What follows belongs to an exercise in optimizing a design on an open flow for small area; a production flow would make more cautious choices. At most, simulation tests tie the RTL to the original design; equivalence was not proved.

north:
==> flow/design.v <==
`default_nettype none
package denise_pkg;
  typedef struct packed {
    logic [5:0]  code;
    logic [15:0] data;
  } bus_cmd_t;
endpackage
`default_nettype wire
`timescale 1ns/1ps
`default_nettype none
module reg_decoder
(
  input  logic                 clk,
  input  logic                 reset,
  input  logic [7:0]           rga,
  input  logic [15:0]          db_in,
  output logic [5:0]           code1,
  output logic [15:0]          db_q,
  output denise_pkg::bus_cmd_t cmd
);
  logic [5:0]  code_in;
  always_comb begin
    code_in = 6'd0;
    if (rga == 8'h07)        code_in = 6'd3;
    else if (rga == 8'h1E)   code_in = 6'd1;
    else if (rga == 8'h3E) code_in = 6'd4;
    else if (rga == 8'h4C)   code_in = 6'd2;
    else if (rga[7:5] == 3'b101)  code_in = {1'b1, rga[4:0]};
    else if (rga[7:5] == 3'b110) begin
      if (rga[4:0] == 5'd0)
        code_in = 6'b010000;
      else if (rga[4] && rga[1:0] != 2'b00)
        code_in = {2'b01, rga[3:0]};
    end
  end
  always_ff @(posedge clk) begin
    if (reset) begin
      code1    <= 6'd0;
      cmd.code <= 6'd0;
    end else begin
      code1    <= code_in;
      cmd.code <= code1;
    end
    db_q     <= db_in;
    cmd.data <= db_q;
  end
endmodule
`default_nettype wire
`timescale 1ns/1ps
`default_nettype none
module beam_counter
(
  input  logic               clk,
  input  logic               reset,
  input  denise_pkg::bus_cmd_t cmd,
  output logic [9-1:0] hpos,
  output logic               line_start
);
  always_ff @(posedge clk) begin
    if (reset) begin
      hpos       <= '0;
      line_start <= 1'b0;
    end else begin
      if (cmd.code == 6'd1) begin
        hpos <= 9'd2;
      end else begin
        hpos <= hpos + 1'b1;
      end
      line_start <= (hpos == 9'd32);
    end
  end
endmodule
`default_nettype wire
`timescale 1ns/1ps
`default_nettype none
module sprite_channel
#(
  parameter int SPR_NUM = 0
) (
  input  logic               clk,
  input  logic               reset,
  input  denise_pkg::bus_cmd_t cmd,
  input  logic [9-1:0] hpos,
  output logic [1:0]         pix
);
  logic [9-1:0]     start;
  logic                   armed;
  logic [16-1:0] data_a;
  logic [16-1:0] data_b;
  logic [3:0]             run_cnt;
  logic                   match;
  logic                   shift_en;
  logic                   sel;
  logic                   wr_pos, wr_ctl, wr_data, wr_datb;
  assign sel     = cmd.code[5] && (cmd.code[4:2] == 3'(SPR_NUM));
  assign wr_pos  = sel && (cmd.code[1:0] == 2'd0);
  assign wr_ctl  = sel && (cmd.code[1:0] == 2'd1);
  assign wr_data = sel && (cmd.code[1:0] == 2'd2);
  assign wr_datb = sel && (cmd.code[1:0] == 2'd3);
  assign match    = armed && (hpos == start);
  assign shift_en = match || (run_cnt != 4'd0);
  logic run_fb;
  assign run_fb = run_cnt[3] ^ run_cnt[0] ^ (run_cnt[2:0] == 3'd0);
  assign pix      = shift_en ? {data_b[16-1], data_a[16-1]} : 2'b00;
  always_ff @(posedge clk) begin
    if (reset) begin
      start   <= '0;
      armed   <= 1'b0;
      run_cnt <= '0;
    end else begin
      if (wr_pos) begin
        start[8:1] <= cmd.data[7:0];
      end
      if (wr_ctl) begin
        start[0] <= cmd.data[0];
        armed    <= 1'b0;
      end else if (wr_data) begin
        armed <= 1'b1;
      end
      if (match) begin
        run_cnt <= 4'd1;
      end else if (shift_en) begin
        run_cnt <= {run_cnt[2:0], run_fb};
      end
    end
  end
  logic [16-1:0] na, nb;
  logic                   ld_a, rot_a, hold_a, ld_b, rot_b, hold_b;
  assign data_a = ~na;
  assign data_b = ~nb;
  assign ld_a   = wr_data;
  assign rot_a  = shift_en && !wr_data;
  assign hold_a = !shift_en && !wr_data;
  assign ld_b   = wr_datb;
  assign rot_b  = shift_en && !wr_datb;
  assign hold_b = !shift_en && !wr_datb;
  always_ff @(posedge clk) begin
    na <= ~(({16{ld_a}}   & cmd.data) |
            ({16{rot_a}}  & {data_a[16-2:0], data_a[16-1]}) |
            ({16{hold_a}} & data_a));
    nb <= ~(({16{ld_b}}   & cmd.data) |
            ({16{rot_b}}  & {data_b[16-2:0], data_b[16-1]}) |
            ({16{hold_b}} & data_b));
  end
endmodule
`default_nettype wire
`timescale 1ns/1ps
`default_nettype none
module sprite_priority
(
  input  logic                      clk,
  input  logic                      reset,
  input  logic [5:0]                code1,
  input  logic [15:0]               data1,
  input  logic [2*8-1:0] pix,
  output logic [3:0]                idx,
  output logic [4-1:0]     grp
);
  logic [4-1:0] ensp;
  logic [3:0]            idx_next;
  logic [4-1:0] grp_next;
  always_ff @(posedge clk) begin
    if (reset) begin
      ensp <= '0;
    end else if (code1 == 6'd2) begin
      ensp <= data1[15:12];
    end
  end
  always_comb begin
    idx_next = '0;
    for (int k = 4 - 1; k >= 0; k--) begin
      if (pix[4*k +: 2] != 2'b00) begin
        idx_next = {2'(k), pix[4*k +: 2]};
      end else if (pix[4*k+2 +: 2] != 2'b00) begin
        idx_next = {2'(k), pix[4*k+2 +: 2]};
      end
    end
  end
  always_comb begin
    for (int k = 0; k < 4; k++) begin
      grp_next[k] = (pix[4*k +: 2] != 2'b00) ||
                    ((pix[4*k+2 +: 2] != 2'b00) && ensp[k]);
    end
  end
  always_ff @(posedge clk) begin
    if (reset) begin
      grp <= '0;
    end else begin
      grp <= grp_next;
    end
    idx <= idx_next;
  end
endmodule
`default_nettype wire
`timescale 1ns/1ps
`default_nettype none
module register_readback
(
  input  logic                 clk,
  input  logic                 reset,
  input  denise_pkg::bus_cmd_t cmd,
  input  logic [3:0]           grp,
  output logic [15:0]          db_out,
  output logic                 db_oen
);
  logic [3:0] grp_q;
  logic [5:0] clx_q;
  logic [5:0] clx_new;
  logic [5:0] clx_base;
  logic       rd_clx, rd_id;
  logic       oen_clx, oen_id;
  assign rd_clx = (cmd.code == 6'd3);
  assign rd_id  = (cmd.code == 6'd4);
  assign clx_new = {grp_q[2] & grp_q[3],
                    grp_q[1] & grp_q[3],
                    grp_q[1] & grp_q[2],
                    grp_q[0] & grp_q[3],
                    grp_q[0] & grp_q[2],
                    grp_q[0] & grp_q[1]};
  assign clx_base = oen_clx ? 6'd0 : clx_q;
  always_ff @(posedge clk) begin
    if (reset) begin
      grp_q   <= '0;
      clx_q   <= '0;
      oen_clx <= 1'b0;
      oen_id  <= 1'b0;
    end else begin
      grp_q   <= grp;
      clx_q   <= rd_clx ? clx_base : (clx_base | clx_new);
      oen_clx <= rd_clx;
      oen_id  <= rd_id;
    end
  end
  assign db_oen = oen_clx | oen_id;
  assign db_out = {oen_id, clx_q | {6{oen_id}}, {7{oen_id}}, 2'b00};
endmodule
`default_nettype wire
`timescale 1ns/1ps
`default_nettype none
module color_output
(
  input  logic                 clk,
  input  logic                 reset,
  input  denise_pkg::bus_cmd_t cmd,
  input  logic [3:0]           idx,
  input  logic                 line_start,
  output logic [3:0]           red,
  output logic [3:0]           green,
  output logic [3:0]           blue,
  output logic                 sol
);
  logic [12-1:0] clut_mem [16];
  logic [3:0]        idx_q;
  logic [12-1:0] clut_rd;
  logic [12-1:0] rgb_q;
  logic [1:0]        sol_dly;
  always_ff @(posedge clk) begin
    for (int e = 0; e < 16; e++) begin
      if ((e[1:0] != 2'b00 || e == 0) && cmd.code[5:4] == 2'b01 && cmd.code[3:0] == 4'(e)) begin
        clut_mem[e] <= cmd.data[12-1:0];
      end
    end
  end
  logic [15:0]       rd_sel;
  logic [12-1:0] rd_val;
  always_comb begin
    rd_val = '0;
    for (int e = 0; e < 16; e++) begin
      if (e == 0)
        rd_sel[e] = (idx_q[1:0] == 2'b00);
      else if (e[1:0] != 2'b00)
        rd_sel[e] = (idx_q == 4'(e));
      else
        rd_sel[e] = 1'b0;
      rd_val = rd_val | ({12{rd_sel[e]}} & clut_mem[e]);
    end
  end
  always_ff @(posedge clk) begin
    idx_q   <= idx;
    clut_rd <= rd_val;
    rgb_q   <= clut_rd;
  end
  always_ff @(posedge clk) begin
    if (reset) begin
      sol_dly <= '0;
      sol     <= 1'b0;
    end else begin
      sol_dly <= {sol_dly[0], line_start};
      sol     <= sol_dly[1];
    end
  end
  assign red   = rgb_q[11:8];
  assign green = rgb_q[7:4];
  assign blue  = rgb_q[3:0];
endmodule
`default_nettype wire
`timescale 1ns/1ps
`default_nettype none
module denise_top
(
  input  logic        clk,
  input  logic        reset,
  input  logic [7:0]  rga,
  input  logic [15:0] db_in,
  output logic [15:0] db_out,
  output logic        db_oen,
  output logic [3:0]  red,
  output logic [3:0]  green,
  output logic [3:0]  blue,
  output logic        sol
);
  denise_pkg::bus_cmd_t      cmd;
  logic [5:0]                code1;
  logic [15:0]               data1;
  logic [9-1:0]        hpos;
  logic                      line_start;
  logic [2*8-1:0] spr_pix;
  logic [3:0]                idx;
  logic [4-1:0]     grp;
  reg_decoder u_dec (
    .clk   (clk),
    .reset (reset),
    .rga   (rga),
    .db_in (db_in),
    .code1 (code1),
    .db_q  (data1),
    .cmd   (cmd)
  );
  beam_counter u_beam (
    .clk        (clk),
    .reset      (reset),
    .cmd        (cmd),
    .hpos       (hpos),
    .line_start (line_start)
  );
  for (genvar i = 0; i < 8; i++) begin : g_spr
    sprite_channel #(
      .SPR_NUM (i)
    ) u_spr (
      .clk   (clk),
      .reset (reset),
      .cmd   (cmd),
      .hpos  (hpos),
      .pix   (spr_pix[2*i +: 2])
    );
  end
  sprite_priority u_prio (
    .clk   (clk),
    .reset (reset),
    .code1 (code1),
    .data1 (data1),
    .pix   (spr_pix),
    .idx   (idx),
    .grp   (grp)
  );
  register_readback u_rdbk (
    .clk    (clk),
    .reset  (reset),
    .cmd    (cmd),
    .grp    (grp),
    .db_out (db_out),
    .db_oen (db_oen)
  );
  color_output u_color (
    .clk        (clk),
    .reset      (reset),
    .cmd        (cmd),
    .idx        (idx),
    .line_start (line_start),
    .red        (red),
    .green      (green),
    .blue       (blue),
    .sol        (sol)
  );
endmodule
`default_nettype wire
==> flow/config.mk <==
export PLATFORM = sky130hd
export DESIGN_NAME = denise_top
export DESIGN_NICKNAME = denise_top
export VERILOG_FILES = /design/flow/design.v
export SDC_FILE = /design/flow/constraint.sdc
export NUM_CORES = 4
export LEC_CHECK = 0
export CAP_MARGIN = 0
export CORE_MARGIN = 2
export CORE_UTILIZATION = 35
export CTS_BUF_LIST = sky130_fd_sc_hd__clkbuf_16
export CTS_CLUSTER_DIAMETER = 100
export CTS_CLUSTER_SIZE = 24
export GPL_TIMING_DRIVEN = 0
export SLEW_MARGIN = 0
==> flow/constraint.sdc <==
create_clock -name core_clock -period 4.0 [get_ports {clk}]
set_input_delay 0.8000 -clock core_clock [delete_from_list [all_inputs] [get_ports {clk}]]
set_output_delay 0.8000 -clock core_clock [all_outputs]
set_load 0.01 [all_outputs]
standard.sh (not shown) runs the stock make flow with config.mk's settings and CLKGATE_MAP_FILE= SYNTH_SCRIPT=/design/flow/synth_recipe.tcl, a recipe that flattens the netlist after the stock synthesis.
==> flow/flow/run.sh <==
#!/bin/bash
# Own layout flow: the standard flow (standard.sh), with two changes:
#  - synthesis is synth_recipe.tcl unchanged except that Yosys's abc call
#    uses flow/area.abc (an area-oriented mapping script) instead of ORFS's
#    script; flip-flops are mapped before abc, so registers are unchanged;
#  - ports are buffered with sky130_fd_sc_hd__buf_1 instead of the
#    default port buffer cell.
set -euo pipefail
HERE=$(pwd)
cat > "$HERE/own_synth.tcl" <<EOT
proc abc {args} {
  set i [lsearch -exact \$args -script]
  if { \$i >= 0 } { lset args [expr {\$i + 1}] $HERE/flow/area.abc }
  yosys abc {*}\$args
}
source $HERE/synth_recipe.tcl
EOT
sed -e "s|SYNTH_SCRIPT=[^ ]*|SYNTH_SCRIPT=$HERE/own_synth.tcl BUFFER_PORTS_ARGS=\"-buffer_cell sky130_fd_sc_hd__buf_1\" REMOVE_ABC_BUFFERS=1|" standard.sh > own_standard.sh
bash own_standard.sh > "$HERE/own_flow.log" 2>&1
==> flow/flow/area.abc <==
strash
dch -f
amap -m
topo
stime -c
north did not stop at any stage, and its layout met the timing, DRC and antenna checks.
Relative to north, the following input files were edited for south:
--- a/flow/design.v
+++ b/flow/design.v
@@ -260,25 +260,18 @@
         clut_mem[e] <= cmd.data[12-1:0];
       end
     end
   end
-  logic [15:0]       rd_sel;
-  logic [12-1:0] rd_val;
+  logic [12-1:0] pair_rd [4];
   always_comb begin
-    rd_val = '0;
-    for (int e = 0; e < 16; e++) begin
-      if (e == 0)
-        rd_sel[e] = (idx_q[1:0] == 2'b00);
-      else if (e[1:0] != 2'b00)
-        rd_sel[e] = (idx_q == 4'(e));
-      else
-        rd_sel[e] = 1'b0;
-      rd_val = rd_val | ({12{rd_sel[e]}} & clut_mem[e]);
+    pair_rd[0] = clut_mem[0];
+    for (int p = 1; p < 4; p++) begin
+      pair_rd[p] = clut_mem[{idx_q[3:2], 2'(p)}];
     end
   end
   always_ff @(posedge clk) begin
     idx_q   <= idx;
-    clut_rd <= rd_val;
+    clut_rd <= pair_rd[idx_q[1:0]];
     rgb_q   <= clut_rd;
   end
   always_ff @(posedge clk) begin
     if (reset) begin
Findings:
Wire length across north and south: no real change. Going from north to south, count of clock-buffer cells in the layout shrank by a few percent. ~same final-report setup violation count in north and south. Sequential share of layout area, north and south: smaller value in south. north has lower die area than south. Status: utilization parity (south, north). Changes observed in south relative to north: synthesized cell count moved up; area fraction in compound gates after synthesis climbed 0.87 points.
The RTL of north was laid out without a check of its function.

## re-timing with driven ports
The flow's constraints put no driver on any port. The routed layouts listed below were extracted and timed again, unchanged, in two steps.
Step 1 sets driving cells, clkbuf_16 on the clock port and buf_2 on the other inputs (assumed; they add their load-dependent delay and slew).
Step 2 moves the port delays by t, midway between the first and last clock arrival at a register: inputs arrive t later, outputs are due t later. That takes back most of the time a late clock gives input paths.
Three values: ideal ports, drivers, drivers and shift; two values: the first two.
run | t, ns | setup slack, ns | worst setup path at the end
north | 0.659 | 0.259 / 0.259 / 0.259 | register to register
south | 0.661 | 0.297 / 0.297 / 0.297 | register to register
After both steps every run listed still meets setup and hold.
